Background: an optimization exercise with open tools, aiming at small area, a short achievable clock period and few clock cycles per item. Do not read the settings as production practice. No functional check of the RTL was part of any run shown here.

==> flow/design.v (outline; a module is shown in full before it is edited, if it fits) <==
// module fir_a: 316 lines
// module fir_b: 5 lines
// module luma_mul: 440 lines
// module csc_r_lo: 177 lines
// module csc_r_hi: 126 lines
// module csc_g_lo: 315 lines
// module csc_g_hi: 76 lines
// module csc_b_lo: 161 lines
// module csc_b_hi: 54 lines
// module yuv_to_rgb_top: 183 lines
module yuv_to_rgb_top (
	input logic CLOCK_50_I,
	input logic Resetn,
	input logic [31:0] in_pair,
	input logic in_valid,
	output logic in_ready,
	output logic [15:0] out_word,
	output logic out_valid,
	input logic out_ready
);
  // ...
==> flow/flow/run.sh <==
#!/bin/bash
# The standard layout (standard.sh) with two changes to how it is made; the
# clock period and constraints are unchanged:
# - ports get a plain buffer (buf_2) instead of the delay cell buffer_ports
#   picks by default;
# - ORFS's repair_timing is asked for a setup margin, so the resizer works on
#   paths longer than the period less the margin.
set -euo pipefail
MARGIN=9.0
sed "s|^make -C |make SETUP_SLACK_MARGIN=$MARGIN SKIP_GATE_CLONING=1 'BUFFER_PORTS_ARGS=-buffer_cell sky130_fd_sc_hd__buf_2' -C |" standard.sh > flow_margin.sh
grep -q "SETUP_SLACK_MARGIN=$MARGIN" flow_margin.sh
bash flow_margin.sh finish > make.log 2>&1
==> flow/standard.sh <==
#!/bin/bash
# synth_recipe.tcl (not shown) runs the flow's synth.tcl, then flattens the netlist and writes it again
# the make line also repeats each setting of config.mk as NAME=value (left out here)
make -C /OpenROAD-flow-scripts/flow DESIGN_CONFIG=/design/flow/config.mk WORK_HOME=/design/flow/orfs CLKGATE_MAP_FILE= SYNTH_SCRIPT=/design/flow/synth_recipe.tcl "${@:-finish}"
==> flow/config.mk <==
export PLATFORM = sky130hd
export DESIGN_NAME = yuv_to_rgb_top
export DESIGN_NICKNAME = yuv_to_rgb_top
export VERILOG_FILES = /design/flow/design.v
export SDC_FILE = /design/flow/constraint.sdc
export NUM_CORES = 4
export LEC_CHECK = 0
export CAP_MARGIN = 20
export CORE_MARGIN = 2
export CORE_UTILIZATION = 40
export SLEW_MARGIN = 20
==> flow/constraint.sdc <==
create_clock -name core_clock -period 12.0 [get_ports {CLOCK_50_I}]
set_input_delay 2.4000 -clock core_clock [delete_from_list [all_inputs] [get_ports {CLOCK_50_I}]]
set_output_delay 2.4000 -clock core_clock [all_outputs]
set_load 0.01 [all_outputs]
==> summary.txt, run 1 <==
Run status
  • Outcome: complete, no violations

Detailed routing
  • Routed WL: ~52000 um
  • Vias per inst: just under 5
  • Drt pass-1 iters: 7
  • Wire length on met1: between 20000 and 25000 um
  • Post-route ant nets: 0
  • Routed vias: about 14000

Cells and area
  • Post-layout util: between 40% and 50%
  • FILL cells: 4832
  • Most common cell after layout, fill and taps aside: edfxtp_1
  • Finished Layout Cells: 2814
  • Nets: about 2500
  • Buffering overhead: under 10%
  • Multi-input logic portion of the cell area: 40.4%
  • Area Growth Syn to Fin: 23.8%
  • Biggest regs: win x96, yq x64, pt x23

GRT
  • Met2 usage: 27.8%
  • Most crowded layer after global routing: met2
  • Global-route wire length before repair: 76800 um

Worst setup path
  • Reg2Reg Depth: 12
  • WP data required: roughly 12 ns
  • CP endpoint kind: register
  • Reg2reg start: pu[2]$_DFFE_PP_
  • Slowest stage cell on the critical path: fa_1

Timing
  • Setup ws final: roughly 8.3 ns
  • Fmax: between 200 and 300 MHz
  • # setup viols final: 0

Place
  • Placed Area: between 0.02 and 0.025 sq mm
  • Final Wtd Congestion: about 0.9

Clock tree
  • H-tree Lvls: 2

Floorplan
  • Starting Density: a little over 40%

Synth
  • Mux share of post-synthesis cell area: between 2 and 3%

Min path
  • Min-Delay Endpoint: yq[1][2]$_DFFE_PP_
==> module csc_r_lo, before the edit <==
module csc_r_lo (input logic [24:0] t, input logic [7:0] v, output logic [2:0] lc);
	logic n_0;
	logic n_1;
	logic n_2;
	logic n_3;
	logic n_4;
	logic n_5;
	logic n_6;
	logic n_7;
	logic n_8;
	logic n_9;
	logic n_10;
	logic n_11;
	logic n_12;
	logic n_13;
	logic n_14;
	logic n_15;
	logic n_16;
	logic n_17;
	logic n_18;
	logic n_19;
	logic n_20;
	logic n_21;
	logic n_22;
	logic n_23;
	logic n_24;
	logic n_25;
	logic n_26;
	logic n_27;
	logic n_28;
	logic n_29;
	logic n_30;
	logic n_31;
	logic n_32;
	logic n_33;
	logic n_34;
	logic n_35;
	logic n_36;
	logic n_37;
	logic n_38;
	logic n_39;
	logic n_40;
	logic n_41;
	logic n_42;
	logic n_43;
	logic n_44;
	logic n_45;
	logic n_46;
	logic n_47;
	logic n_48;
	logic n_49;
	logic n_50;
	logic n_51;
	logic n_52;
	logic n_53;
	logic n_54;
	logic n_55;
	logic n_56;
	logic n_57;
	logic n_58;
	logic n_59;
	logic n_60;
	logic n_61;
	logic n_62;
	logic n_63;
	logic n_64;
	logic n_65;
	logic n_66;
	logic n_67;
	logic n_68;
	logic n_69;
	logic n_70;
	logic n_71;
	logic n_72;
	logic n_73;
	logic n_74;
	logic n_75;
	logic n_76;
	logic n_77;
	logic n_78;
	logic n_79;
	logic n_80;
	logic n_81;
	logic n_82;
	logic n_83;
	logic n_84;
	logic [18:0] ra, rb, sum;
	assign n_0 = ~(t[7] ^ v[5]);
	assign n_1 = t[7] | v[5];
	assign n_2 = v[3] ^ v[0];
	assign n_3 = v[3] & v[0];
	assign n_4 = ~(t[8] ^ v[6]);
	assign n_5 = t[8] | v[6];
	assign n_6 = v[4] ^ v[1];
	assign n_7 = v[4] & v[1];
	assign n_8 = t[9] ^ v[7] ^ v[5];
	assign n_9 = (t[9] & v[7]) | (t[9] & v[5]) | (v[7] & v[5]);
	assign n_10 = ~(t[11] ^ v[7]);
	assign n_11 = t[11] | v[7];
	assign n_12 = t[13] ^ v[6];
	assign n_13 = t[13] & v[6];
	assign n_14 = t[14] ^ v[7];
	assign n_15 = t[14] & v[7];
	assign n_16 = ~(t[15] ^ v[2]);
	assign n_17 = t[15] | v[2];
	assign n_18 = t[4] ^ v[2];
	assign n_19 = t[4] & v[2];
	assign n_20 = t[5] ^ v[3] ^ v[1];
	assign n_21 = (t[5] & v[3]) | (t[5] & v[1]) | (v[3] & v[1]);
	assign n_22 = ~t[6];
	assign n_23 = v[4] ^ v[2] ^ n_22;
	assign n_24 = (v[4] & v[2]) | (v[4] & n_22) | (v[2] & n_22);
	assign n_25 = n_0 ^ n_2 ^ t[6];
	assign n_26 = (n_0 & n_2) | (n_0 & t[6]) | (n_2 & t[6]);
	assign n_27 = n_4 ^ n_6 ^ n_1;
	assign n_28 = (n_4 & n_6) | (n_4 & n_1) | (n_6 & n_1);
	assign n_29 = n_8 ^ v[2] ^ n_5;
	assign n_30 = (n_8 & v[2]) | (n_8 & n_5) | (v[2] & n_5);
	assign n_31 = v[6] ^ v[3] ^ n_9;
	assign n_32 = (v[6] & v[3]) | (v[6] & n_9) | (v[3] & n_9);
	assign n_33 = n_10 ^ v[4] ^ t[10];
	assign n_34 = (n_10 & v[4]) | (n_10 & t[10]) | (v[4] & t[10]);
	assign n_35 = ~t[12];
	assign n_36 = v[5] ^ n_11 ^ n_35;
	assign n_37 = (v[5] & n_11) | (v[5] & n_35) | (n_11 & n_35);
	assign n_38 = n_12 ^ v[0] ^ t[12];
	assign n_39 = (n_12 & v[0]) | (n_12 & t[12]) | (v[0] & t[12]);
	assign n_40 = n_14 ^ v[1] ^ n_13;
	assign n_41 = (n_14 & v[1]) | (n_14 & n_13) | (v[1] & n_13);
	assign n_42 = ~v[4];
	assign n_43 = n_16 ^ n_15 ^ n_42;
	assign n_44 = (n_16 & n_15) | (n_16 & n_42) | (n_15 & n_42);
	assign n_45 = t[1] ^ ~v[1];
	assign n_46 = t[1] & ~v[1];
	assign n_47 = ~v[2];
	assign n_48 = t[2] ^ v[0] ^ n_47;
	assign n_49 = (t[2] & v[0]) | (t[2] & n_47) | (v[0] & n_47);
	assign n_50 = ~v[3];
	assign n_51 = t[3] ^ v[1] ^ n_50;
	assign n_52 = (t[3] & v[1]) | (t[3] & n_50) | (v[1] & n_50);
	assign n_53 = n_18 ^ v[0] ^ n_42;
	assign n_54 = (n_18 & v[0]) | (n_18 & n_42) | (v[0] & n_42);
	assign n_55 = ~v[5];
	assign n_56 = n_20 ^ n_19 ^ n_55;
	assign n_57 = (n_20 & n_19) | (n_20 & n_55) | (n_19 & n_55);
	assign n_58 = ~v[6];
	assign n_59 = n_23 ^ n_21 ^ n_58;
	assign n_60 = (n_23 & n_21) | (n_23 & n_58) | (n_21 & n_58);
	assign n_61 = ~v[7];
	assign n_62 = n_25 ^ n_24 ^ n_61;
	assign n_63 = (n_25 & n_24) | (n_25 & n_61) | (n_24 & n_61);
	assign n_64 = n_27 ^ n_3 ^ n_26;
	assign n_65 = (n_27 & n_3) | (n_27 & n_26) | (n_3 & n_26);
	assign n_66 = n_29 ^ n_7 ^ n_28;
	assign n_67 = (n_29 & n_7) | (n_29 & n_28) | (n_7 & n_28);
	assign n_68 = ~t[10];
	assign n_69 = n_31 ^ n_30 ^ n_68;
	assign n_70 = (n_31 & n_30) | (n_31 & n_68) | (n_30 & n_68);
	assign n_71 = ~v[0];
	assign n_72 = n_33 ^ n_32 ^ n_71;
	assign n_73 = (n_33 & n_32) | (n_33 & n_71) | (n_32 & n_71);
	assign n_74 = ~v[1];
	assign n_75 = n_36 ^ n_34 ^ n_74;
	assign n_76 = (n_36 & n_34) | (n_36 & n_74) | (n_34 & n_74);
	assign n_77 = n_38 ^ n_37 ^ n_47;
	assign n_78 = (n_38 & n_37) | (n_38 & n_47) | (n_37 & n_47);
	assign n_79 = n_40 ^ n_39 ^ n_50;
	assign n_80 = (n_40 & n_39) | (n_40 & n_50) | (n_39 & n_50);
	assign n_81 = n_43 ^ n_41 ^ n_71;
	assign n_82 = (n_43 & n_41) | (n_43 & n_71) | (n_41 & n_71);
	assign n_83 = n_17 ^ n_44;
	assign n_84 = n_17 & n_44;
	assign ra = {1'b0, n_84, n_83, n_81, n_79, n_77, n_75, n_72, n_69, n_66, n_64, n_62, n_59, n_56, n_53, n_51, n_48, n_45, ~t[0]};
	assign rb = {1'b0, 1'b0, n_82, n_80, n_78, n_76, n_73, n_70, n_67, n_65, n_63, n_60, n_57, n_54, n_52, n_49, n_46, t[0], ~v[0]};
	assign sum = ra + rb;
	assign lc = sum[18:16];
endmodule
==> module csc_g_lo, before the edit <==
module csc_g_lo (input logic [24:0] t, input logic [7:0] u, input logic [7:0] v, output logic [2:0] lc, output logic [9:0] pa, output logic [9:0] pb);
	logic n_0;
	logic n_1;
	logic n_2;
	logic n_3;
	logic n_4;
	logic n_5;
	logic n_6;
	logic n_7;
	logic n_8;
	logic n_9;
	logic n_10;
	logic n_11;
	logic n_12;
	logic n_13;
	logic n_14;
	logic n_15;
	logic n_16;
	logic n_17;
	logic n_18;
	logic n_19;
	logic n_20;
	logic n_21;
	logic n_22;
	logic n_23;
	logic n_24;
	logic n_25;
	logic n_26;
	logic n_27;
	logic n_28;
	logic n_29;
	logic n_30;
	logic n_31;
	logic n_32;
	logic n_33;
	logic n_34;
	logic n_35;
	logic n_36;
	logic n_37;
	logic n_38;
	logic n_39;
	logic n_40;
	logic n_41;
	logic n_42;
	logic n_43;
	logic n_44;
	logic n_45;
	logic n_46;
	logic n_47;
	logic n_48;
	logic n_49;
	logic n_50;
	logic n_51;
	logic n_52;
	logic n_53;
	logic n_54;
	logic n_55;
	logic n_56;
	logic n_57;
	logic n_58;
	logic n_59;
	logic n_60;
	logic n_61;
	logic n_62;
	logic n_63;
	logic n_64;
	logic n_65;
	logic n_66;
	logic n_67;
	logic n_68;
	logic n_69;
	logic n_70;
	logic n_71;
	logic n_72;
	logic n_73;
	logic n_74;
	logic n_75;
	logic n_76;
	logic n_77;
	logic n_78;
	logic n_79;
	logic n_80;
	logic n_81;
	logic n_82;
	logic n_83;
	logic n_84;
	logic n_85;
	logic n_86;
	logic n_87;
	logic n_88;
	logic n_89;
	logic n_90;
	logic n_91;
	logic n_92;
	logic n_93;
	logic n_94;
	logic n_95;
	logic n_96;
	logic n_97;
	logic n_98;
	logic n_99;
	logic n_100;
	logic n_101;
	logic n_102;
	logic n_103;
	logic n_104;
	logic n_105;
	logic n_106;
	logic n_107;
	logic n_108;
	logic n_109;
	logic n_110;
	logic n_111;
	logic n_112;
	logic n_113;
	logic n_114;
	logic n_115;
	logic n_116;
	logic n_117;
	logic n_118;
	logic n_119;
	logic n_120;
	logic n_121;
	logic n_122;
	logic n_123;
	logic n_124;
	logic n_125;
	logic n_126;
	logic n_127;
	logic n_128;
	logic n_129;
	logic n_130;
	logic n_131;
	logic n_132;
	logic n_133;
	logic n_134;
	logic n_135;
	logic n_136;
	logic n_137;
	logic n_138;
	logic n_139;
	logic n_140;
	logic n_141;
	logic n_142;
	logic n_143;
	logic n_144;
	logic n_145;
	logic n_146;
	logic n_147;
	logic n_148;
	logic n_149;
	logic n_150;
	logic n_151;
	logic n_152;
	logic [18:0] ra, rb, sum;
	assign n_0 = u[0] ^ v[5];
	assign n_1 = ~(u[0] | v[5]);
	assign n_2 = u[1] ^ v[6] ^ v[1];
	assign n_3 = (u[1] & v[6]) | (u[1] & v[1]) | (v[6] & v[1]);
	assign n_4 = u[2] ^ v[7] ^ v[2];
	assign n_5 = (u[2] & v[7]) | (u[2] & v[2]) | (v[7] & v[2]);
	assign n_6 = t[8] ^ u[5];
	assign n_7 = t[8] & u[5];
	assign n_8 = t[9] ^ u[6];
	assign n_9 = t[9] & u[6];
	assign n_10 = u[5] ^ u[0] ^ v[5];
	assign n_11 = (u[5] & u[0]) | (u[5] & v[5]) | (u[0] & v[5]);
	assign n_12 = u[6] ^ u[1];
	assign n_13 = ~(u[6] | u[1]);
	assign n_14 = ~(~u[7] ^ ~u[2]);
	assign n_15 = ~u[7] | ~u[2];
	assign n_16 = v[7] ^ v[0];
	assign n_17 = ~(v[7] | v[0]);
	assign n_18 = ~u[3];
	assign n_19 = t[13] ^ u[0] ^ n_18;
	assign n_20 = (t[13] & u[0]) | (t[13] & n_18) | (u[0] & n_18);
	assign n_21 = ~(t[14] ^ u[1]);
	assign n_22 = t[14] | u[1];
	assign n_23 = v[0] ^ ~u[4];
	assign n_24 = v[0] & ~u[4];
	assign n_25 = u[5] ^ t[15] ^ u[2];
	assign n_26 = (u[5] & t[15]) | (u[5] & u[2]) | (t[15] & u[2]);
	assign n_27 = ~v[1];
	assign n_28 = n_27 ^ u[0] ^ v[3];
	assign n_29 = (n_27 & u[0]) | (n_27 & v[3]) | (u[0] & v[3]);
	assign n_30 = n_0 ^ t[5];
	assign n_31 = n_0 & t[5];
	assign n_32 = t[6] ^ u[3] ^ n_1;
	assign n_33 = (t[6] & u[3]) | (t[6] & n_1) | (u[3] & n_1);
	assign n_34 = ~n_4;
	assign n_35 = t[7] ^ u[4] ^ n_34;
	assign n_36 = (t[7] & u[4]) | (t[7] & n_34) | (u[4] & n_34);
	assign n_37 = u[3] ^ v[3] ^ n_5;
	assign n_38 = (u[3] & v[3]) | (u[3] & n_5) | (v[3] & n_5);
	assign n_39 = ~u[4];
	assign n_40 = n_8 ^ n_7 ^ n_39;
	assign n_41 = (n_8 & n_7) | (n_8 & n_39) | (n_7 & n_39);
	assign n_42 = t[10] ^ u[7] ^ n_9;
	assign n_43 = (t[10] & u[7]) | (t[10] & n_9) | (u[7] & n_9);
	assign n_44 = ~v[6];
	assign n_45 = n_12 ^ t[11] ^ n_44;
	assign n_46 = (n_12 & t[11]) | (n_12 & n_44) | (t[11] & n_44);
	assign n_47 = n_14 ^ n_16 ^ t[12];
	assign n_48 = (n_14 & n_16) | (n_14 & t[12]) | (n_16 & t[12]);
	assign n_49 = n_19 ^ n_15 ^ n_17;
	assign n_50 = (n_19 & n_15) | (n_19 & n_17) | (n_15 & n_17);
	assign n_51 = n_21 ^ n_23 ^ n_20;
	assign n_52 = (n_21 & n_23) | (n_21 & n_20) | (n_23 & n_20);
	assign n_53 = n_25 ^ n_22 ^ n_24;
	assign n_54 = (n_25 & n_22) | (n_25 & n_24) | (n_22 & n_24);
	assign n_55 = u[5] ^ n_29;
	assign n_56 = ~(u[5] | n_29);
	assign n_57 = t[1] ^ ~v[1];
	assign n_58 = t[1] & ~v[1];
	assign n_59 = t[2] ^ ~v[2];
	assign n_60 = t[2] & ~v[2];
	assign n_61 = ~v[3];
	assign n_62 = t[3] ^ u[0] ^ n_61;
	assign n_63 = (t[3] & u[0]) | (t[3] & n_61) | (u[0] & n_61);
	assign n_64 = ~v[4];
	assign n_65 = t[4] ^ u[1] ^ n_64;
	assign n_66 = (t[4] & u[1]) | (t[4] & n_64) | (u[1] & n_64);
	assign n_67 = ~v[0];
	assign n_68 = n_30 ^ u[2] ^ n_67;
	assign n_69 = (n_30 & u[2]) | (n_30 & n_67) | (u[2] & n_67);
	assign n_70 = ~n_2;
	assign n_71 = n_32 ^ n_31 ^ n_70;
	assign n_72 = (n_32 & n_31) | (n_32 & n_70) | (n_31 & n_70);
	assign n_73 = ~n_3;
	assign n_74 = n_35 ^ n_33 ^ n_73;
	assign n_75 = (n_35 & n_33) | (n_35 & n_73) | (n_33 & n_73);
	assign n_76 = ~n_37;
	assign n_77 = n_6 ^ n_36 ^ n_76;
	assign n_78 = (n_6 & n_36) | (n_6 & n_76) | (n_36 & n_76);
	assign n_79 = ~n_40;
	assign n_80 = v[4] ^ n_38 ^ n_79;
	assign n_81 = (v[4] & n_38) | (v[4] & n_79) | (n_38 & n_79);
	assign n_82 = ~n_10;
	assign n_83 = n_42 ^ n_41 ^ n_82;
	assign n_84 = (n_42 & n_41) | (n_42 & n_82) | (n_41 & n_82);
	assign n_85 = ~n_11;
	assign n_86 = n_45 ^ n_43 ^ n_85;
	assign n_87 = (n_45 & n_43) | (n_45 & n_85) | (n_43 & n_85);
	assign n_88 = n_47 ^ n_13 ^ n_46;
	assign n_89 = (n_47 & n_13) | (n_47 & n_46) | (n_13 & n_46);
	assign n_90 = n_49 ^ n_48 ^ n_27;
	assign n_91 = (n_49 & n_48) | (n_49 & n_27) | (n_48 & n_27);
	assign n_92 = ~v[2];
	assign n_93 = n_51 ^ n_50 ^ n_92;
	assign n_94 = (n_51 & n_50) | (n_51 & n_92) | (n_50 & n_92);
	assign n_95 = ~n_28;
	assign n_96 = n_53 ^ n_52 ^ n_95;
	assign n_97 = (n_53 & n_52) | (n_53 & n_95) | (n_52 & n_95);
	assign n_98 = n_55 ^ n_26 ^ n_54;
	assign n_99 = (n_55 & n_26) | (n_55 & n_54) | (n_26 & n_54);
	assign n_100 = u[6] ^ u[1] ^ v[4];
	assign n_101 = (u[6] & u[1]) | (u[6] & v[4]) | (u[1] & v[4]);
	assign n_102 = u[7] ^ u[2] ^ v[5];
	assign n_103 = (u[7] & u[2]) | (u[7] & v[5]) | (u[2] & v[5]);
	assign n_104 = ~v[1] ^ u[4];
	assign n_105 = ~v[1] & u[4];
	assign n_106 = u[3] ^ v[6] ^ v[2];
	assign n_107 = (u[3] & v[6]) | (u[3] & v[2]) | (v[6] & v[2]);
	assign n_108 = u[5] ^ v[4];
	assign n_109 = u[5] & v[4];
	assign n_110 = u[4] ^ v[7] ^ v[3];
	assign n_111 = (u[4] & v[7]) | (u[4] & v[3]) | (v[7] & v[3]);
	assign n_112 = u[6] ^ v[5];
	assign n_113 = u[6] & v[5];
	assign n_114 = ~u[5];
	assign n_115 = u[7] ^ v[6] ^ n_114;
	assign n_116 = (u[7] & v[6]) | (u[7] & n_114) | (v[6] & n_114);
	assign n_117 = u[3] ^ v[2];
	assign n_118 = u[3] & v[2];
	assign n_119 = ~n_102;
	assign n_120 = n_104 ^ v[3] ^ n_119;
	assign n_121 = (n_104 & v[3]) | (n_104 & n_119) | (v[3] & n_119);
	assign n_122 = ~n_106;
	assign n_123 = n_108 ^ n_105 ^ n_122;
	assign n_124 = (n_108 & n_105) | (n_108 & n_122) | (n_105 & n_122);
	assign n_125 = ~n_110;
	assign n_126 = n_112 ^ n_109 ^ n_125;
	assign n_127 = (n_112 & n_109) | (n_112 & n_125) | (n_109 & n_125);
	assign n_128 = n_115 ^ n_113 ^ n_64;
	assign n_129 = (n_115 & n_113) | (n_115 & n_64) | (n_113 & n_64);
	assign n_130 = ~u[6];
	assign n_131 = v[7] ^ n_116 ^ n_130;
	assign n_132 = (v[7] & n_116) | (v[7] & n_130) | (n_116 & n_130);
	assign n_133 = n_100 ^ v[0];
	assign n_134 = ~(n_100 | v[0]);
	assign n_135 = ~n_101;
	assign n_136 = n_120 ^ n_118 ^ n_135;
	assign n_137 = (n_120 & n_118) | (n_120 & n_135) | (n_118 & n_135);
	assign n_138 = ~n_103;
	assign n_139 = n_123 ^ n_121 ^ n_138;
	assign n_140 = (n_123 & n_121) | (n_123 & n_138) | (n_121 & n_138);
	assign n_141 = ~n_107;
	assign n_142 = n_126 ^ n_124 ^ n_141;
	assign n_143 = (n_126 & n_124) | (n_126 & n_141) | (n_124 & n_141);
	assign n_144 = ~n_111;
	assign n_145 = n_128 ^ n_127 ^ n_144;
	assign n_146 = (n_128 & n_127) | (n_128 & n_144) | (n_127 & n_144);
	assign n_147 = ~v[5];
	assign n_148 = n_131 ^ n_129 ^ n_147;
	assign n_149 = (n_131 & n_129) | (n_131 & n_147) | (n_129 & n_147);
	assign n_150 = ~n_132;
	assign n_151 = u[7] ^ v[6] ^ n_150;
	assign n_152 = (u[7] & v[6]) | (u[7] & n_150) | (v[6] & n_150);
	assign ra = {1'b0, n_56, n_98, n_96, n_93, n_90, n_88, n_86, n_83, ~n_80, n_77, n_74, n_71, n_68, n_65, n_62, n_59, n_57, ~t[0]};
	assign rb = {1'b0, n_99, n_97, n_94, n_91, n_89, n_87, n_84, ~n_81, n_78, n_75, n_72, n_69, n_66, n_63, n_60, n_58, t[0], ~v[0]};
	assign pa = {1'b0, 1'b0, ~v[7], ~n_151, n_148, n_145, n_142, n_139, n_136, n_133};
	assign pb = {1'b0, 1'b0, ~n_152, n_149, n_146, n_143, n_140, n_137, n_134, n_117};
	assign sum = ra + rb;
	assign lc = sum[18:16];
endmodule
==> run 2: changes to the inputs <==
--- a/flow/design.v
+++ b/flow/design.v
@@ -945,17 +945,277 @@
 	assign n_79 = n_40 ^ n_39 ^ n_50;
 	assign n_80 = (n_40 & n_39) | (n_40 & n_50) | (n_39 & n_50);
 	assign n_81 = n_43 ^ n_41 ^ n_71;
 	assign n_82 = (n_43 & n_41) | (n_43 & n_71) | (n_41 & n_71);
 	assign n_83 = n_17 ^ n_44;
 	assign n_84 = n_17 & n_44;
 	assign ra = {1'b0, n_84, n_83, n_81, n_79, n_77, n_75, n_72, n_69, n_66, n_64, n_62, n_59, n_56, n_53, n_51, n_48, n_45, ~t[0]};
 	assign rb = {1'b0, 1'b0, n_82, n_80, n_78, n_76, n_73, n_70, n_67, n_65, n_63, n_60, n_57, n_54, n_52, n_49, n_46, t[0], ~v[0]};
-	assign sum = ra + rb;
+	logic ad_0;
+	logic ad_1;
+	logic ad_2;
+	logic ad_3;
+	logic ad_4;
+	logic ad_5;
+	logic ad_6;
+	logic ad_7;
+	logic ad_8;
+	logic ad_9;
+	logic ad_10;
+	logic ad_11;
+	logic ad_12;
+	logic ad_13;
+	logic ad_14;
+	logic ad_15;
+	logic ad_16;
+	logic ad_17;
+	logic ad_18;
+	logic ad_19;
+	logic ad_20;
+	logic ad_21;
+	logic ad_22;
+	logic ad_23;
+	logic ad_24;
+	logic ad_25;
+	logic ad_26;
+	logic ad_27;
+	logic ad_28;
+	logic ad_29;
+	logic ad_30;
+	logic ad_31;
+	logic ad_32;
+	logic ad_33;
+	logic ad_34;
+	logic ad_35;
+	logic ad_36;
+	logic ad_37;
+	logic ad_38;
+	logic ad_39;
+	logic ad_40;
+	logic ad_41;
+	logic ad_42;
+	logic ad_43;
+	logic ad_44;
+	logic ad_45;
+	logic ad_46;
+	logic ad_47;
+	logic ad_48;
+	logic ad_49;
+	logic ad_50;
+	logic ad_51;
+	logic ad_52;
+	logic ad_53;
+	logic ad_54;
+	logic ad_55;
+	logic ad_56;
+	logic ad_57;
+	logic ad_58;
+	logic ad_59;
+	logic ad_60;
+	logic ad_61;
+	logic ad_62;
+	logic ad_63;
+	logic ad_64;
+	logic ad_65;
+	logic ad_66;
+	logic ad_67;
+	logic ad_68;
+	logic ad_69;
+	logic ad_70;
+	logic ad_71;
+	logic ad_72;
+	logic ad_73;
+	logic ad_74;
+	logic ad_75;
+	logic ad_76;
+	logic ad_77;
+	logic ad_78;
+	logic ad_79;
+	logic ad_80;
+	logic ad_81;
+	logic ad_82;
+	logic ad_83;
+	logic ad_84;
+	logic ad_85;
+	logic ad_86;
+	logic ad_87;
+	logic ad_88;
+	logic ad_89;
+	logic ad_90;
+	logic ad_91;
+	logic ad_92;
+	logic ad_93;
+	logic ad_94;
+	logic ad_95;
+	logic ad_96;
+	logic ad_97;
+	logic ad_98;
+	logic ad_99;
+	logic ad_100;
+	logic ad_101;
+	logic ad_102;
+	logic ad_103;
+	logic ad_104;
+	logic ad_105;
+	logic ad_106;
+	logic ad_107;
+	logic ad_108;
+	logic ad_109;
+	logic ad_110;
+	logic ad_111;
+	logic ad_112;
+	logic ad_113;
+	logic ad_114;
+	logic ad_115;
+	logic ad_116;
+	logic ad_117;
+	logic ad_118;
+	logic ad_119;
+	logic ad_120;
+	logic ad_121;
+	logic ad_122;
+	logic ad_123;
+	logic ad_124;
+	logic ad_125;
+	logic ad_126;
+	logic ad_127;
+	logic ad_128;
+	logic ad_129;
+	assign ad_0 = ra[0] & rb[0];
+	assign ad_1 = ra[1] & rb[1];
+	assign ad_2 = ra[2] & rb[2];
+	assign ad_3 = ra[3] & rb[3];
+	assign ad_4 = ra[4] & rb[4];
+	assign ad_5 = ra[5] & rb[5];
+	assign ad_6 = ra[6] & rb[6];
+	assign ad_7 = ra[7] & rb[7];
+	assign ad_8 = ra[8] & rb[8];
+	assign ad_9 = ra[9] & rb[9];
+	assign ad_10 = ra[10] & rb[10];
+	assign ad_11 = ra[11] & rb[11];
+	assign ad_12 = ra[12] & rb[12];
+	assign ad_13 = ra[13] & rb[13];
+	assign ad_14 = ra[14] & rb[14];
+	assign ad_15 = ra[15] & rb[15];
+	assign ad_16 = ra[16] & rb[16];
+	assign ad_17 = ra[17] & rb[17];
+	assign ad_18 = ra[18] & rb[18];
+	assign ad_19 = ra[0] ^ rb[0];
+	assign ad_20 = ra[1] ^ rb[1];
+	assign ad_21 = ra[2] ^ rb[2];
+	assign ad_22 = ra[3] ^ rb[3];
+	assign ad_23 = ra[4] ^ rb[4];
+	assign ad_24 = ra[5] ^ rb[5];
+	assign ad_25 = ra[6] ^ rb[6];
+	assign ad_26 = ra[7] ^ rb[7];
+	assign ad_27 = ra[8] ^ rb[8];
+	assign ad_28 = ra[9] ^ rb[9];
+	assign ad_29 = ra[10] ^ rb[10];
+	assign ad_30 = ra[11] ^ rb[11];
+	assign ad_31 = ra[12] ^ rb[12];
+	assign ad_32 = ra[13] ^ rb[13];
+	assign ad_33 = ra[14] ^ rb[14];
+	assign ad_34 = ra[15] ^ rb[15];
+	assign ad_35 = ra[16] ^ rb[16];
+	assign ad_36 = ra[17] ^ rb[17];
+	assign ad_37 = ra[18] ^ rb[18];
+	assign ad_38 = ad_1 | (ad_20 & ad_0);
+	assign ad_39 = ad_20 & ad_19;
+	assign ad_40 = ad_3 | (ad_22 & ad_2);
+	assign ad_41 = ad_22 & ad_21;
+	assign ad_42 = ad_5 | (ad_24 & ad_4);
+	assign ad_43 = ad_24 & ad_23;
+	assign ad_44 = ad_7 | (ad_26 & ad_6);
+	assign ad_45 = ad_26 & ad_25;
+	assign ad_46 = ad_9 | (ad_28 & ad_8);
+	assign ad_47 = ad_28 & ad_27;
+	assign ad_48 = ad_11 | (ad_30 & ad_10);
+	assign ad_49 = ad_30 & ad_29;
+	assign ad_50 = ad_13 | (ad_32 & ad_12);
+	assign ad_51 = ad_32 & ad_31;
+	assign ad_52 = ad_15 | (ad_34 & ad_14);
+	assign ad_53 = ad_34 & ad_33;
+	assign ad_54 = ad_17 | (ad_36 & ad_16);
+	assign ad_55 = ad_36 & ad_35;
+	assign ad_56 = ad_2 | (ad_21 & ad_38);
+	assign ad_57 = ad_21 & ad_39;
+	assign ad_58 = ad_40 | (ad_41 & ad_38);
+	assign ad_59 = ad_41 & ad_39;
+	assign ad_60 = ad_6 | (ad_25 & ad_42);
+	assign ad_61 = ad_25 & ad_43;
+	assign ad_62 = ad_44 | (ad_45 & ad_42);
+	assign ad_63 = ad_45 & ad_43;
+	assign ad_64 = ad_10 | (ad_29 & ad_46);
+	assign ad_65 = ad_29 & ad_47;
+	assign ad_66 = ad_48 | (ad_49 & ad_46);
+	assign ad_67 = ad_49 & ad_47;
+	assign ad_68 = ad_14 | (ad_33 & ad_50);
+	assign ad_69 = ad_33 & ad_51;
+	assign ad_70 = ad_52 | (ad_53 & ad_50);
+	assign ad_71 = ad_53 & ad_51;
+	assign ad_72 = ad_18 | (ad_37 & ad_54);
+	assign ad_73 = ad_37 & ad_55;
+	assign ad_74 = ad_4 | (ad_23 & ad_58);
+	assign ad_75 = ad_23 & ad_59;
+	assign ad_76 = ad_42 | (ad_43 & ad_58);
+	assign ad_77 = ad_43 & ad_59;
+	assign ad_78 = ad_60 | (ad_61 & ad_58);
+	assign ad_79 = ad_61 & ad_59;
+	assign ad_80 = ad_62 | (ad_63 & ad_58);
+	assign ad_81 = ad_63 & ad_59;
+	assign ad_82 = ad_12 | (ad_31 & ad_66);
+	assign ad_83 = ad_31 & ad_67;
+	assign ad_84 = ad_50 | (ad_51 & ad_66);
+	assign ad_85 = ad_51 & ad_67;
+	assign ad_86 = ad_68 | (ad_69 & ad_66);
+	assign ad_87 = ad_69 & ad_67;
+	assign ad_88 = ad_70 | (ad_71 & ad_66);
+	assign ad_89 = ad_71 & ad_67;
+	assign ad_90 = ad_8 | (ad_27 & ad_80);
+	assign ad_91 = ad_27 & ad_81;
+	assign ad_92 = ad_46 | (ad_47 & ad_80);
+	assign ad_93 = ad_47 & ad_81;
+	assign ad_94 = ad_64 | (ad_65 & ad_80);
+	assign ad_95 = ad_65 & ad_81;
+	assign ad_96 = ad_66 | (ad_67 & ad_80);
+	assign ad_97 = ad_67 & ad_81;
+	assign ad_98 = ad_82 | (ad_83 & ad_80);
+	assign ad_99 = ad_83 & ad_81;
+	assign ad_100 = ad_84 | (ad_85 & ad_80);
+	assign ad_101 = ad_85 & ad_81;
+	assign ad_102 = ad_86 | (ad_87 & ad_80);
+	assign ad_103 = ad_87 & ad_81;
+	assign ad_104 = ad_88 | (ad_89 & ad_80);
+	assign ad_105 = ad_89 & ad_81;
+	assign ad_106 = ad_16 | (ad_35 & ad_104);
+	assign ad_107 = ad_35 & ad_105;
+	assign ad_108 = ad_54 | (ad_55 & ad_104);
+	assign ad_109 = ad_55 & ad_105;
+	assign ad_110 = ad_72 | (ad_73 & ad_104);
+	assign ad_111 = ad_73 & ad_105;
+	assign ad_112 = ad_20 ^ ad_0;
+	assign ad_113 = ad_21 ^ ad_38;
+	assign ad_114 = ad_22 ^ ad_56;
+	assign ad_115 = ad_23 ^ ad_58;
+	assign ad_116 = ad_24 ^ ad_74;
+	assign ad_117 = ad_25 ^ ad_76;
+	assign ad_118 = ad_26 ^ ad_78;
+	assign ad_119 = ad_27 ^ ad_80;
+	assign ad_120 = ad_28 ^ ad_90;
+	assign ad_121 = ad_29 ^ ad_92;
+	assign ad_122 = ad_30 ^ ad_94;
+	assign ad_123 = ad_31 ^ ad_96;
+	assign ad_124 = ad_32 ^ ad_98;
+	assign ad_125 = ad_33 ^ ad_100;
+	assign ad_126 = ad_34 ^ ad_102;
+	assign ad_127 = ad_35 ^ ad_104;
+	assign ad_128 = ad_36 ^ ad_106;
+	assign ad_129 = ad_37 ^ ad_108;
+	assign sum = {ad_129, ad_128, ad_127, ad_126, ad_125, ad_124, ad_123, ad_122, ad_121, ad_120, ad_119, ad_118, ad_117, ad_116, ad_115, ad_114, ad_113, ad_112, ad_19};
 	assign lc = sum[18:16];
 endmodule
 module csc_r_hi (input logic [24:0] t, input logic [7:0] v, input logic [2:0] lc, output logic [9:0] h);
 	logic n_0;
 	logic n_1;
 	logic n_2;
 	logic n_3;
 	logic n_4;
@@ -1386,17 +1646,277 @@
 	assign n_149 = (n_131 & n_129) | (n_131 & n_147) | (n_129 & n_147);
 	assign n_150 = ~n_132;
 	assign n_151 = u[7] ^ v[6] ^ n_150;
 	assign n_152 = (u[7] & v[6]) | (u[7] & n_150) | (v[6] & n_150);
 	assign ra = {1'b0, n_56, n_98, n_96, n_93, n_90, n_88, n_86, n_83, ~n_80, n_77, n_74, n_71, n_68, n_65, n_62, n_59, n_57, ~t[0]};
 	assign rb = {1'b0, n_99, n_97, n_94, n_91, n_89, n_87, n_84, ~n_81, n_78, n_75, n_72, n_69, n_66, n_63, n_60, n_58, t[0], ~v[0]};
 	assign pa = {1'b0, 1'b0, ~v[7], ~n_151, n_148, n_145, n_142, n_139, n_136, n_133};
 	assign pb = {1'b0, 1'b0, ~n_152, n_149, n_146, n_143, n_140, n_137, n_134, n_117};
-	assign sum = ra + rb;
+	logic ad_0;
+	logic ad_1;
+	logic ad_2;
+	logic ad_3;
+	logic ad_4;
+	logic ad_5;
+	logic ad_6;
+	logic ad_7;
+	logic ad_8;
+	logic ad_9;
+	logic ad_10;
+	logic ad_11;
+	logic ad_12;
+	logic ad_13;
+	logic ad_14;
+	logic ad_15;
+	logic ad_16;
+	logic ad_17;
+	logic ad_18;
+	logic ad_19;
+	logic ad_20;
+	logic ad_21;
+	logic ad_22;
+	logic ad_23;
+	logic ad_24;
+	logic ad_25;
+	logic ad_26;
+	logic ad_27;
+	logic ad_28;
+	logic ad_29;
+	logic ad_30;
+	logic ad_31;
+	logic ad_32;
+	logic ad_33;
+	logic ad_34;
+	logic ad_35;
+	logic ad_36;
+	logic ad_37;
+	logic ad_38;
+	logic ad_39;
+	logic ad_40;
+	logic ad_41;
+	logic ad_42;
+	logic ad_43;
+	logic ad_44;
+	logic ad_45;
+	logic ad_46;
+	logic ad_47;
+	logic ad_48;
+	logic ad_49;
+	logic ad_50;
+	logic ad_51;
+	logic ad_52;
+	logic ad_53;
+	logic ad_54;
+	logic ad_55;
+	logic ad_56;
+	logic ad_57;
+	logic ad_58;
+	logic ad_59;
+	logic ad_60;
+	logic ad_61;
+	logic ad_62;
+	logic ad_63;
+	logic ad_64;
+	logic ad_65;
+	logic ad_66;
+	logic ad_67;
+	logic ad_68;
+	logic ad_69;
+	logic ad_70;
+	logic ad_71;
+	logic ad_72;
+	logic ad_73;
+	logic ad_74;
+	logic ad_75;
+	logic ad_76;
+	logic ad_77;
+	logic ad_78;
+	logic ad_79;
+	logic ad_80;
+	logic ad_81;
+	logic ad_82;
+	logic ad_83;
+	logic ad_84;
+	logic ad_85;
+	logic ad_86;
+	logic ad_87;
+	logic ad_88;
+	logic ad_89;
+	logic ad_90;
+	logic ad_91;
+	logic ad_92;
+	logic ad_93;
+	logic ad_94;
+	logic ad_95;
+	logic ad_96;
+	logic ad_97;
+	logic ad_98;
+	logic ad_99;
+	logic ad_100;
+	logic ad_101;
+	logic ad_102;
+	logic ad_103;
+	logic ad_104;
+	logic ad_105;
+	logic ad_106;
+	logic ad_107;
+	logic ad_108;
+	logic ad_109;
+	logic ad_110;
+	logic ad_111;
+	logic ad_112;
+	logic ad_113;
+	logic ad_114;
+	logic ad_115;
+	logic ad_116;
+	logic ad_117;
+	logic ad_118;
+	logic ad_119;
+	logic ad_120;
+	logic ad_121;
+	logic ad_122;
+	logic ad_123;
+	logic ad_124;
+	logic ad_125;
+	logic ad_126;
+	logic ad_127;
+	logic ad_128;
+	logic ad_129;
+	assign ad_0 = ra[0] & rb[0];
+	assign ad_1 = ra[1] & rb[1];
+	assign ad_2 = ra[2] & rb[2];
+	assign ad_3 = ra[3] & rb[3];
+	assign ad_4 = ra[4] & rb[4];
+	assign ad_5 = ra[5] & rb[5];
+	assign ad_6 = ra[6] & rb[6];
+	assign ad_7 = ra[7] & rb[7];
+	assign ad_8 = ra[8] & rb[8];
+	assign ad_9 = ra[9] & rb[9];
+	assign ad_10 = ra[10] & rb[10];
+	assign ad_11 = ra[11] & rb[11];
+	assign ad_12 = ra[12] & rb[12];
+	assign ad_13 = ra[13] & rb[13];
+	assign ad_14 = ra[14] & rb[14];
+	assign ad_15 = ra[15] & rb[15];
+	assign ad_16 = ra[16] & rb[16];
+	assign ad_17 = ra[17] & rb[17];
+	assign ad_18 = ra[18] & rb[18];
+	assign ad_19 = ra[0] ^ rb[0];
+	assign ad_20 = ra[1] ^ rb[1];
+	assign ad_21 = ra[2] ^ rb[2];
+	assign ad_22 = ra[3] ^ rb[3];
+	assign ad_23 = ra[4] ^ rb[4];
+	assign ad_24 = ra[5] ^ rb[5];
+	assign ad_25 = ra[6] ^ rb[6];
+	assign ad_26 = ra[7] ^ rb[7];
+	assign ad_27 = ra[8] ^ rb[8];
+	assign ad_28 = ra[9] ^ rb[9];
+	assign ad_29 = ra[10] ^ rb[10];
+	assign ad_30 = ra[11] ^ rb[11];
+	assign ad_31 = ra[12] ^ rb[12];
+	assign ad_32 = ra[13] ^ rb[13];
+	assign ad_33 = ra[14] ^ rb[14];
+	assign ad_34 = ra[15] ^ rb[15];
+	assign ad_35 = ra[16] ^ rb[16];
+	assign ad_36 = ra[17] ^ rb[17];
+	assign ad_37 = ra[18] ^ rb[18];
+	assign ad_38 = ad_1 | (ad_20 & ad_0);
+	assign ad_39 = ad_20 & ad_19;
+	assign ad_40 = ad_3 | (ad_22 & ad_2);
+	assign ad_41 = ad_22 & ad_21;
+	assign ad_42 = ad_5 | (ad_24 & ad_4);
+	assign ad_43 = ad_24 & ad_23;
+	assign ad_44 = ad_7 | (ad_26 & ad_6);
+	assign ad_45 = ad_26 & ad_25;
+	assign ad_46 = ad_9 | (ad_28 & ad_8);
+	assign ad_47 = ad_28 & ad_27;
+	assign ad_48 = ad_11 | (ad_30 & ad_10);
+	assign ad_49 = ad_30 & ad_29;
+	assign ad_50 = ad_13 | (ad_32 & ad_12);
+	assign ad_51 = ad_32 & ad_31;
+	assign ad_52 = ad_15 | (ad_34 & ad_14);
+	assign ad_53 = ad_34 & ad_33;
+	assign ad_54 = ad_17 | (ad_36 & ad_16);
+	assign ad_55 = ad_36 & ad_35;
+	assign ad_56 = ad_2 | (ad_21 & ad_38);
+	assign ad_57 = ad_21 & ad_39;
+	assign ad_58 = ad_40 | (ad_41 & ad_38);
+	assign ad_59 = ad_41 & ad_39;
+	assign ad_60 = ad_6 | (ad_25 & ad_42);
+	assign ad_61 = ad_25 & ad_43;
+	assign ad_62 = ad_44 | (ad_45 & ad_42);
+	assign ad_63 = ad_45 & ad_43;
+	assign ad_64 = ad_10 | (ad_29 & ad_46);
+	assign ad_65 = ad_29 & ad_47;
+	assign ad_66 = ad_48 | (ad_49 & ad_46);
+	assign ad_67 = ad_49 & ad_47;
+	assign ad_68 = ad_14 | (ad_33 & ad_50);
+	assign ad_69 = ad_33 & ad_51;
+	assign ad_70 = ad_52 | (ad_53 & ad_50);
+	assign ad_71 = ad_53 & ad_51;
+	assign ad_72 = ad_18 | (ad_37 & ad_54);
+	assign ad_73 = ad_37 & ad_55;
+	assign ad_74 = ad_4 | (ad_23 & ad_58);
+	assign ad_75 = ad_23 & ad_59;
+	assign ad_76 = ad_42 | (ad_43 & ad_58);
+	assign ad_77 = ad_43 & ad_59;
+	assign ad_78 = ad_60 | (ad_61 & ad_58);
+	assign ad_79 = ad_61 & ad_59;
+	assign ad_80 = ad_62 | (ad_63 & ad_58);
+	assign ad_81 = ad_63 & ad_59;
+	assign ad_82 = ad_12 | (ad_31 & ad_66);
+	assign ad_83 = ad_31 & ad_67;
+	assign ad_84 = ad_50 | (ad_51 & ad_66);
+	assign ad_85 = ad_51 & ad_67;
+	assign ad_86 = ad_68 | (ad_69 & ad_66);
+	assign ad_87 = ad_69 & ad_67;
+	assign ad_88 = ad_70 | (ad_71 & ad_66);
+	assign ad_89 = ad_71 & ad_67;
+	assign ad_90 = ad_8 | (ad_27 & ad_80);
+	assign ad_91 = ad_27 & ad_81;
+	assign ad_92 = ad_46 | (ad_47 & ad_80);
+	assign ad_93 = ad_47 & ad_81;
+	assign ad_94 = ad_64 | (ad_65 & ad_80);
+	assign ad_95 = ad_65 & ad_81;
+	assign ad_96 = ad_66 | (ad_67 & ad_80);
+	assign ad_97 = ad_67 & ad_81;
+	assign ad_98 = ad_82 | (ad_83 & ad_80);
+	assign ad_99 = ad_83 & ad_81;
+	assign ad_100 = ad_84 | (ad_85 & ad_80);
+	assign ad_101 = ad_85 & ad_81;
+	assign ad_102 = ad_86 | (ad_87 & ad_80);
+	assign ad_103 = ad_87 & ad_81;
+	assign ad_104 = ad_88 | (ad_89 & ad_80);
+	assign ad_105 = ad_89 & ad_81;
+	assign ad_106 = ad_16 | (ad_35 & ad_104);
+	assign ad_107 = ad_35 & ad_105;
+	assign ad_108 = ad_54 | (ad_55 & ad_104);
+	assign ad_109 = ad_55 & ad_105;
+	assign ad_110 = ad_72 | (ad_73 & ad_104);
+	assign ad_111 = ad_73 & ad_105;
+	assign ad_112 = ad_20 ^ ad_0;
+	assign ad_113 = ad_21 ^ ad_38;
+	assign ad_114 = ad_22 ^ ad_56;
+	assign ad_115 = ad_23 ^ ad_58;
+	assign ad_116 = ad_24 ^ ad_74;
+	assign ad_117 = ad_25 ^ ad_76;
+	assign ad_118 = ad_26 ^ ad_78;
+	assign ad_119 = ad_27 ^ ad_80;
+	assign ad_120 = ad_28 ^ ad_90;
+	assign ad_121 = ad_29 ^ ad_92;
+	assign ad_122 = ad_30 ^ ad_94;
+	assign ad_123 = ad_31 ^ ad_96;
+	assign ad_124 = ad_32 ^ ad_98;
+	assign ad_125 = ad_33 ^ ad_100;
+	assign ad_126 = ad_34 ^ ad_102;
+	assign ad_127 = ad_35 ^ ad_104;
+	assign ad_128 = ad_36 ^ ad_106;
+	assign ad_129 = ad_37 ^ ad_108;
+	assign sum = {ad_129, ad_128, ad_127, ad_126, ad_125, ad_124, ad_123, ad_122, ad_121, ad_120, ad_119, ad_118, ad_117, ad_116, ad_115, ad_114, ad_113, ad_112, ad_19};
 	assign lc = sum[18:16];
 endmodule
 module csc_g_hi (input logic [24:0] t, input logic [7:0] u, input logic [7:0] v, input logic [2:0] lc, input logic [9:0] pa, input logic [9:0] pb, output logic [9:0] h);
 	logic n_0;
 	logic n_1;
 	logic n_2;
 	logic n_3;
 	logic n_4;
@@ -1623,17 +2143,263 @@
 	assign n_71 = n_37 ^ n_15 ^ n_36;
 	assign n_72 = (n_37 & n_15) | (n_37 & n_36) | (n_15 & n_36);
 	assign n_73 = n_39 ^ u[4] ^ n_38;
 	assign n_74 = (n_39 & u[4]) | (n_39 & n_38) | (u[4] & n_38);
 	assign n_75 = t[15] ^ u[5] ^ n_40;
 	assign n_76 = (t[15] & u[5]) | (t[15] & n_40) | (u[5] & n_40);
 	assign ra = {1'b0, n_76, n_75, n_73, n_71, n_69, n_67, n_65, n_63, n_60, ~n_58, n_55, n_52, n_49, n_47, n_44, n_41, ~t[0]};
 	assign rb = {1'b0, 1'b0, n_74, n_72, n_70, n_68, n_66, n_64, n_61, ~n_59, n_56, n_53, n_50, n_48, n_45, n_42, t[0], ~u[0]};
-	assign sum = ra + rb;
+	logic ad_0;
+	logic ad_1;
+	logic ad_2;
+	logic ad_3;
+	logic ad_4;
+	logic ad_5;
+	logic ad_6;
+	logic ad_7;
+	logic ad_8;
+	logic ad_9;
+	logic ad_10;
+	logic ad_11;
+	logic ad_12;
+	logic ad_13;
+	logic ad_14;
+	logic ad_15;
+	logic ad_16;
+	logic ad_17;
+	logic ad_18;
+	logic ad_19;
+	logic ad_20;
+	logic ad_21;
+	logic ad_22;
+	logic ad_23;
+	logic ad_24;
+	logic ad_25;
+	logic ad_26;
+	logic ad_27;
+	logic ad_28;
+	logic ad_29;
+	logic ad_30;
+	logic ad_31;
+	logic ad_32;
+	logic ad_33;
+	logic ad_34;
+	logic ad_35;
+	logic ad_36;
+	logic ad_37;
+	logic ad_38;
+	logic ad_39;
+	logic ad_40;
+	logic ad_41;
+	logic ad_42;
+	logic ad_43;
+	logic ad_44;
+	logic ad_45;
+	logic ad_46;
+	logic ad_47;
+	logic ad_48;
+	logic ad_49;
+	logic ad_50;
+	logic ad_51;
+	logic ad_52;
+	logic ad_53;
+	logic ad_54;
+	logic ad_55;
+	logic ad_56;
+	logic ad_57;
+	logic ad_58;
+	logic ad_59;
+	logic ad_60;
+	logic ad_61;
+	logic ad_62;
+	logic ad_63;
+	logic ad_64;
+	logic ad_65;
+	logic ad_66;
+	logic ad_67;
+	logic ad_68;
+	logic ad_69;
+	logic ad_70;
+	logic ad_71;
+	logic ad_72;
+	logic ad_73;
+	logic ad_74;
+	logic ad_75;
+	logic ad_76;
+	logic ad_77;
+	logic ad_78;
+	logic ad_79;
+	logic ad_80;
+	logic ad_81;
+	logic ad_82;
+	logic ad_83;
+	logic ad_84;
+	logic ad_85;
+	logic ad_86;
+	logic ad_87;
+	logic ad_88;
+	logic ad_89;
+	logic ad_90;
+	logic ad_91;
+	logic ad_92;
+	logic ad_93;
+	logic ad_94;
+	logic ad_95;
+	logic ad_96;
+	logic ad_97;
+	logic ad_98;
+	logic ad_99;
+	logic ad_100;
+	logic ad_101;
+	logic ad_102;
+	logic ad_103;
+	logic ad_104;
+	logic ad_105;
+	logic ad_106;
+	logic ad_107;
+	logic ad_108;
+	logic ad_109;
+	logic ad_110;
+	logic ad_111;
+	logic ad_112;
+	logic ad_113;
+	logic ad_114;
+	logic ad_115;
+	logic ad_116;
+	logic ad_117;
+	logic ad_118;
+	logic ad_119;
+	logic ad_120;
+	logic ad_121;
+	logic ad_122;
+	assign ad_0 = ra[0] & rb[0];
+	assign ad_1 = ra[1] & rb[1];
+	assign ad_2 = ra[2] & rb[2];
+	assign ad_3 = ra[3] & rb[3];
+	assign ad_4 = ra[4] & rb[4];
+	assign ad_5 = ra[5] & rb[5];
+	assign ad_6 = ra[6] & rb[6];
+	assign ad_7 = ra[7] & rb[7];
+	assign ad_8 = ra[8] & rb[8];
+	assign ad_9 = ra[9] & rb[9];
+	assign ad_10 = ra[10] & rb[10];
+	assign ad_11 = ra[11] & rb[11];
+	assign ad_12 = ra[12] & rb[12];
+	assign ad_13 = ra[13] & rb[13];
+	assign ad_14 = ra[14] & rb[14];
+	assign ad_15 = ra[15] & rb[15];
+	assign ad_16 = ra[16] & rb[16];
+	assign ad_17 = ra[17] & rb[17];
+	assign ad_18 = ra[0] ^ rb[0];
+	assign ad_19 = ra[1] ^ rb[1];
+	assign ad_20 = ra[2] ^ rb[2];
+	assign ad_21 = ra[3] ^ rb[3];
+	assign ad_22 = ra[4] ^ rb[4];
+	assign ad_23 = ra[5] ^ rb[5];
+	assign ad_24 = ra[6] ^ rb[6];
+	assign ad_25 = ra[7] ^ rb[7];
+	assign ad_26 = ra[8] ^ rb[8];
+	assign ad_27 = ra[9] ^ rb[9];
+	assign ad_28 = ra[10] ^ rb[10];
+	assign ad_29 = ra[11] ^ rb[11];
+	assign ad_30 = ra[12] ^ rb[12];
+	assign ad_31 = ra[13] ^ rb[13];
+	assign ad_32 = ra[14] ^ rb[14];
+	assign ad_33 = ra[15] ^ rb[15];
+	assign ad_34 = ra[16] ^ rb[16];
+	assign ad_35 = ra[17] ^ rb[17];
+	assign ad_36 = ad_1 | (ad_19 & ad_0);
+	assign ad_37 = ad_19 & ad_18;
+	assign ad_38 = ad_3 | (ad_21 & ad_2);
+	assign ad_39 = ad_21 & ad_20;
+	assign ad_40 = ad_5 | (ad_23 & ad_4);
+	assign ad_41 = ad_23 & ad_22;
+	assign ad_42 = ad_7 | (ad_25 & ad_6);
+	assign ad_43 = ad_25 & ad_24;
+	assign ad_44 = ad_9 | (ad_27 & ad_8);
+	assign ad_45 = ad_27 & ad_26;
+	assign ad_46 = ad_11 | (ad_29 & ad_10);
+	assign ad_47 = ad_29 & ad_28;
+	assign ad_48 = ad_13 | (ad_31 & ad_12);
+	assign ad_49 = ad_31 & ad_30;
+	assign ad_50 = ad_15 | (ad_33 & ad_14);
+	assign ad_51 = ad_33 & ad_32;
+	assign ad_52 = ad_17 | (ad_35 & ad_16);
+	assign ad_53 = ad_35 & ad_34;
+	assign ad_54 = ad_2 | (ad_20 & ad_36);
+	assign ad_55 = ad_20 & ad_37;
+	assign ad_56 = ad_38 | (ad_39 & ad_36);
+	assign ad_57 = ad_39 & ad_37;
+	assign ad_58 = ad_6 | (ad_24 & ad_40);
+	assign ad_59 = ad_24 & ad_41;
+	assign ad_60 = ad_42 | (ad_43 & ad_40);
+	assign ad_61 = ad_43 & ad_41;
+	assign ad_62 = ad_10 | (ad_28 & ad_44);
+	assign ad_63 = ad_28 & ad_45;
+	assign ad_64 = ad_46 | (ad_47 & ad_44);
+	assign ad_65 = ad_47 & ad_45;
+	assign ad_66 = ad_14 | (ad_32 & ad_48);
+	assign ad_67 = ad_32 & ad_49;
+	assign ad_68 = ad_50 | (ad_51 & ad_48);
+	assign ad_69 = ad_51 & ad_49;
+	assign ad_70 = ad_4 | (ad_22 & ad_56);
+	assign ad_71 = ad_22 & ad_57;
+	assign ad_72 = ad_40 | (ad_41 & ad_56);
+	assign ad_73 = ad_41 & ad_57;
+	assign ad_74 = ad_58 | (ad_59 & ad_56);
+	assign ad_75 = ad_59 & ad_57;
+	assign ad_76 = ad_60 | (ad_61 & ad_56);
+	assign ad_77 = ad_61 & ad_57;
+	assign ad_78 = ad_12 | (ad_30 & ad_64);
+	assign ad_79 = ad_30 & ad_65;
+	assign ad_80 = ad_48 | (ad_49 & ad_64);
+	assign ad_81 = ad_49 & ad_65;
+	assign ad_82 = ad_66 | (ad_67 & ad_64);
+	assign ad_83 = ad_67 & ad_65;
+	assign ad_84 = ad_68 | (ad_69 & ad_64);
+	assign ad_85 = ad_69 & ad_65;
+	assign ad_86 = ad_8 | (ad_26 & ad_76);
+	assign ad_87 = ad_26 & ad_77;
+	assign ad_88 = ad_44 | (ad_45 & ad_76);
+	assign ad_89 = ad_45 & ad_77;
+	assign ad_90 = ad_62 | (ad_63 & ad_76);
+	assign ad_91 = ad_63 & ad_77;
+	assign ad_92 = ad_64 | (ad_65 & ad_76);
+	assign ad_93 = ad_65 & ad_77;
+	assign ad_94 = ad_78 | (ad_79 & ad_76);
+	assign ad_95 = ad_79 & ad_77;
+	assign ad_96 = ad_80 | (ad_81 & ad_76);
+	assign ad_97 = ad_81 & ad_77;
+	assign ad_98 = ad_82 | (ad_83 & ad_76);
+	assign ad_99 = ad_83 & ad_77;
+	assign ad_100 = ad_84 | (ad_85 & ad_76);
+	assign ad_101 = ad_85 & ad_77;
+	assign ad_102 = ad_16 | (ad_34 & ad_100);
+	assign ad_103 = ad_34 & ad_101;
+	assign ad_104 = ad_52 | (ad_53 & ad_100);
+	assign ad_105 = ad_53 & ad_101;
+	assign ad_106 = ad_19 ^ ad_0;
+	assign ad_107 = ad_20 ^ ad_36;
+	assign ad_108 = ad_21 ^ ad_54;
+	assign ad_109 = ad_22 ^ ad_56;
+	assign ad_110 = ad_23 ^ ad_70;
+	assign ad_111 = ad_24 ^ ad_72;
+	assign ad_112 = ad_25 ^ ad_74;
+	assign ad_113 = ad_26 ^ ad_76;
+	assign ad_114 = ad_27 ^ ad_86;
+	assign ad_115 = ad_28 ^ ad_88;
+	assign ad_116 = ad_29 ^ ad_90;
+	assign ad_117 = ad_30 ^ ad_92;
+	assign ad_118 = ad_31 ^ ad_94;
+	assign ad_119 = ad_32 ^ ad_96;
+	assign ad_120 = ad_33 ^ ad_98;
+	assign ad_121 = ad_34 ^ ad_100;
+	assign ad_122 = ad_35 ^ ad_102;
+	assign sum = {ad_122, ad_121, ad_120, ad_119, ad_118, ad_117, ad_116, ad_115, ad_114, ad_113, ad_112, ad_111, ad_110, ad_109, ad_108, ad_107, ad_106, ad_18};
 	assign lc = sum[17:16];
 endmodule
 module csc_b_hi (input logic [24:0] t, input logic [7:0] u, input logic [1:0] lc, output logic [10:0] h);
 	logic n_0;
 	logic n_1;
 	logic n_2;
 	logic n_3;
 	logic n_4;
@@ -1698,37 +2464,36 @@
 );
 	logic [15:0] win [6];
 	logic [15:0] yq [4];
 	logic [1:0] ph, ph_n;
 	logic areg, t1, t2, wf;
 	logic areg_n, t1_n, t2_n, wf_n;
 	logic [7:0] cnt, cnt_n;
 	logic [1:0] fl, pd, fl_n, pd_n;
-	logic go;
+	logic sv;
 	logic a0, adv, ld;
 	logic step_ok, acc, fstep, pstep, stv;
 	logic fs, ps;
 	logic [7:0] c0, c1, c2, c3, c4, c5;
 	logic [8:0] fp, fq, fr;
 	logic [9:0] fa_n, fb_n, fa, fb;
 	logic fc_n, fc;
 	logic [7:0] fir_q;
 	logic [7:0] ym, pu, pv, qu, qv;
 	logic [24:0] tm, pt, qt;
 	logic [2:0] lr_n, lg_n, lr, lg;
 	logic [1:0] lb_n, lb;
 	logic [9:0] gpa_n, gpb_n, gpa, gpb;
 	logic [9:0] r_n, g_n, r, g;
 	logic [10:0] b_n, b;
 	logic [7:0] rs, gs, bs;
-	logic [15:0] word;
+	logic [15:0] word, skid;
 	assign a0 = (ph == 2'd0) && wf;
-	assign go = !out_valid || out_ready;
-	assign adv = go && (a0 || areg || t1 || t2);
+	assign adv = !sv && (a0 || areg || t1 || t2);
 	assign ld = adv && ((ph == 2'd0) ? t2 : t1);
 	assign step_ok = !wf && !(ph == 2'd1 && areg);
 	assign acc = in_valid && in_ready;
 	assign fstep = fs;
 	assign pstep = ps;
 	assign stv = fstep || (acc && cnt >= 8'd3);
 	always_comb begin
 		ph_n = ph;
@@ -1855,17 +2620,28 @@
 			2'd1: word = {rs, gs};
 			2'd2: word = {bs, rs};
 			default: word = {gs, bs};
 		endcase
 	end
 	always_ff @(posedge CLOCK_50_I or negedge Resetn) begin
 		if (!Resetn) begin
 			out_valid <= 1'b0;
+			sv <= 1'b0;
 		end else begin
-			if (ld) out_valid <= 1'b1;
-			else if (out_ready) out_valid <= 1'b0;
+			if (out_valid && out_ready) begin
+				out_valid <= sv || ld;
+				sv <= sv && ld;
+			end else if (ld) begin
+				out_valid <= 1'b1;
+				sv <= out_valid;
+			end
 		end
 	end
 	always_ff @(posedge CLOCK_50_I) begin
-		if (ld) out_word <= word;
+		if (out_valid && out_ready) begin
+			out_word <= sv ? skid : word;
+		end else if (!out_valid) begin
+			out_word <= word;
+		end
+		if (ld) skid <= word;
 	end
 endmodule
==> flow/run.sh (new file) <==
#!/bin/bash
# synth_recipe.tcl (not shown) runs the flow's synth.tcl, then flattens the netlist and writes it again
# the make line also repeats each setting of config.mk as NAME=value (left out here)
make -C /OpenROAD-flow-scripts/flow DESIGN_CONFIG=/design/flow/config.mk WORK_HOME=/design/flow/orfs CLKGATE_MAP_FILE= SYNTH_SCRIPT=/design/flow/synth_recipe.tcl finish
removed: flow/flow/run.sh
removed: flow/standard.sh
==> run 2 against run 1 <==
Cell area is 6.7% lower. Count of clock-buffer cells in the layout is 5 higher. Fmax is 15% lower. Sequential share of layout area is 4.7 points higher. First-iteration DRC count is 15% lower. Wire length is 14% lower. Worst hold slack better by 0.0036 ns. Global-route usage is 1.1 points lower. Setup slack worse by 0.66 ns. Critical path type unchanged. Highest routed layer unchanged.
==> summary.txt, run 2 <==
Worst setup path
  • Most used cell, CP: fa_1
  • Slowest stage cell on the critical path: edfxtp_1
  • Arrival time at the worst endpoint: between 4 and 5 ns
  • Crit path cell chain: inv_1 -> fa_1 -> fa_1 -> inv_1 -> fa_1 -> ha_1 -> a21o_1 -> a21o_1 -> a21oi_1 -> o21ai_0 -> a21o_1 -> fa_1 -> xor2_1
  • Worst path depth: 13
  • CP top delay family: adder cells
  • Reg2Reg Depth: 13 (+1)
  • Startpoint types: register
  • WP data required: 12.32 ns (+0.03 ns)
  • Crit-path max cell delay: ~0.54 ns
  • Max Fanout on Critical Path: 6
  • Crit path kind: register to register
  • Critical path buffers and inverters: 2
  • CP endpoint kind: register

Detailed routing
  • Routed vias: 13200 (-4.7%)
  • Remaining design rule violation count: 0
  • DR WL/cell: about 17 um
  • Initial DRC Count: around 840
  • Routed WL: 44900 um (-14%)
  • Vias per inst: 4.95 (+0.56%)
  • Post-route ant nets: 0 (unchanged)
  • Drt pass-1 iters: 5 (-2)

Synth
  • Library cells used by synthesis: slightly below 70
  • Mux share of post-synthesis cell area: 3.58% (+0.62 points)
  • Post-synth EDFFs: around 360
  • Asr flop ratio synth: 5.94%
  • Biggest area consumer among synthesized cells: edfxtp_1
  • Synthesized net count: 2225
  • Post-Synth Simple-Gate Area: approximately 4.3%
  • Synth warn: 3
  • XOR/XNOR share of the synthesized area: 2.65%
  • Synth area leaders: edfxtp_1 46%, fa_1 17%, ha_1 11%, inv_1 5.4%, mux2_2 3.5%
  • Yosys top cell area share: 45.9%
  • Seq/Total Area, Yosys: approximately half
  • Post-synthesis compound-gate area fraction: 7.36%
  • Adder-Cell Fraction of Synth Area: approximately 28%
  • Main combinational cell family by area after synthesis: adder cells
  • Post-synth top cells: 364 x edfxtp_1, 342 x inv_1, 206 x ha_1
  • Count leader, synth: edfxtp_1
  • Synthesized area per cell: roughly 13 sq um
  • Post-Syn Instances: 1780
  • Mapped cell area: between 0.02 and 0.025 sq mm
  • Seq cells post-synth: 387
  • Synth Flop Type: edfxtp_1

Floorplan
  • Chip Height: about 250 um
  • Core region area: 0.0589 sq mm
  • Rows: 89
  • Die X: 248 um
  • IO Pins: 54
  • Die area: a little over 0.06 sq mm
  • Starting Density: 40.4% (+0.21 points)

Min path
  • Hold Path Cell Cnt: 0
  • Hold Crit Class: register to register

GRT
  • GR Util met3: 2.75%
  • Largest net degree at the start of global routing: 81
  • M1 GR Usage: 21.8%
  • Number of global-route vias before repair: 13900
  • Initial antenna violation count: 0
  • GR Overflow Total: 0
  • Most crowded layer after global routing: met2
  • Global Route Usage Sum: approximately 15%
  • Global-route wire length before repair: 73300 um (-4.5%)
  • Met2 usage: 24.3% (-3.5 points)

Timing
  • Relative slew slack: about 31%
  • RSZ-0062 raised after global routing: no
  • Hold Violations, Final: 0
  • Final Max Tran Viols: 0
  • Worst Skew: 0.0140 ns
  • Tmin final: 4.39 ns
  • Worst Tran Pin Value: between 1 and 1.5 ns
  • # setup viols final: 0 (unchanged)
  • TNS Setup: 0 ns
  • Fmax: 228 MHz (-15%)
  • Hold WS: between 0.4 and 0.5 ns
  • Period utilization: 36.5%

Clock tree
  • CTS sink count: 387
  • Root buffer cell: clkbuf_16
  • Hold_buf cts: 0
  • CTS tree: built
  • Worst-path clk slew: 0.06 ns
  • Setup repair bufs after CTS: 0
  • CTS Buf Count: 43
  • PostCTS Resize Cnt: 0
  • CTS max path bufs: 3
  • Worst-Skew Late Latency: ~0.57 ns
  • H-tree Lvls: 2 (unchanged)

Cells and area
  • Most common cell after layout, fill and taps aside: edfxtp_1
  • Commonest cells after routing, fill and taps aside: 364 x edfxtp_1, 341 x inv_1, 205 x ha_1
  • Biggest register: win
  • Layout cell share with drive strength beyond 1: under 10%
  • Nets: 2308 (-6.1%)
  • # diodes: 0
  • Biggest regs: win x96, yq x64, pt x23
  • Area Growth Syn to Fin: 11.8%
  • Max reg flops: 96
  • FILL cells: 5198 (+7.6%)

Place
  • Count of input and output buffers: 53
  • Placed wire-length estimate: around 35000 um
  • Final Wtd Congestion: 0.828 (-9.7%)

Flow run
  • Maxcap violations: 0

Run status
  • Outcome: complete, no violations
[run 2: cell count changes after synthesis, sizes merged, moves of 5 or more]
cell and change:
nor2b -7, xnor2 +8, nand3 -11, mux2 +15
a21oi +9, nor3 -5, a21o -5, xor2 -6
nor2 -15, o22ai +16, edfxtp +16, o21a +6
[run 2: worst paths after layout]
check                      slack, ns            endpoint          startpoint
max                             7.61     lg[1]$_DFFE_PP_     pu[0]$_DFFE_PP_
min                             0.42  yq[1][3]$_DFFE_PP_  yq[2][3]$_DFFE_PP_
max reg2reg                     7.61     lg[1]$_DFFE_PP_     pu[0]$_DFFE_PP_
min reg2reg                     0.42  yq[1][3]$_DFFE_PP_  yq[2][3]$_DFFE_PP_
max in group asynchronous       9.80  cnt[2]$_DFFE_PN0P_              Resetn
min in group asynchronous       1.82      sv$_DFFE_PN0P_              Resetn
[run 2: metal layers]
metal / up-vias / share of wire (%)
met5: - / 0
met2: 265 / 45
li1: 6298 / -
met4: 0 / 2.5
met3: 72 / 4.9
met1: 6560 / 47
[run 2: per-stage QoR]
stage | util, % | worst slack (ns) | instances | instance area (sq um)
2_1_floorplan | - | 6.91 | 1780 | 23800
3_3_place_gp | 42.9 | 7.30 | 2591 | 25300
3_5_place_dp | 42.9 | 7.25 | 2591 | 25300
4_1_cts | 45.2 | 7.59 | 2668 | 26600
5_1_grt | 45.2 | 7.31 | 2668 | 26600
6_report | 45.2 | 7.61 | 2668 | 26600
[run 2: logic make-up (layout without fill, tap and decap cells)]
| kind of cell | Yosys count | in the layout |
|---|---|---|
| DFF | 387 | 387 |
| adders and majority gates | 409 | 409 |
| muxes | 76 | 76 |
| AOI/OAI and AO/OA | 266 | 266 |
| buffers and inverters | 369 | 484 |
| and+or+nand+nor | 201 | 201 |
| xor gates and xnor gates | 72 | 72 |
[run 2: final cells by class]
class,instances,area [sq um],share of cell area [%]
clock buffers,55,1140,4.29
flip-flops and latches,387,11500,43.2
inverters,344,1290,4.86
multi-input cells,1024,10900,41.0
clock inverters,22,196,0.738
well taps,773,967,3.63
repair buffers,63,601,2.26
[run 2: worst reg2reg max path: stages (launching register included)]
cell and delay [ns]:
edfxtp_1 0.54, inv_1 0.42, fa_1 0.50, fa_1 0.51, inv_1 0.05, fa_1 0.47, ha_1 0.33, a21o_1 0.17
a21o_1 0.17, a21oi_1 0.14, o21ai_0 0.10, a21o_1 0.21, fa_1 0.39, xor2_1 0.15

[re-timing with driven ports]
The results above use ideal ports. As a check the final layouts listed here were re-extracted and re-timed, cells and wires unchanged. Step 1: set_driving_cell puts a clkbuf_16 on CLOCK_50_I and a buf_2 on each other input, an assumption about the parent block. Step 2 moves the port delays by t, midway between the first and last clock arrival at a register: inputs arrive t later, outputs are due t later. That takes back most of the time a late clock gives input paths. Slacks: ideal ports / drivers / drivers and shift; pairs: ideal ports / drivers.
| run | t (ns) | slack for setup (ns) | worst setup path at the end | worst register clock-pin slew, ns | worst slew at a driven data input, ns |
|---|---|---|---|---|---|
| run 1 | 0.623 | 8.279 / 8.279 / 8.060 | input to register | 0.06 / 0.06 | 0.06 |
| run 2 | 0.626 | 7.615 / 7.615 / 7.281 | input to register | 0.07 / 0.07 | 0.04 |
After both steps every run listed still meets setup and hold. The setup slack of run 2, which loses most, moves by 0.000 ns with the drivers and by -0.334 ns with both steps.
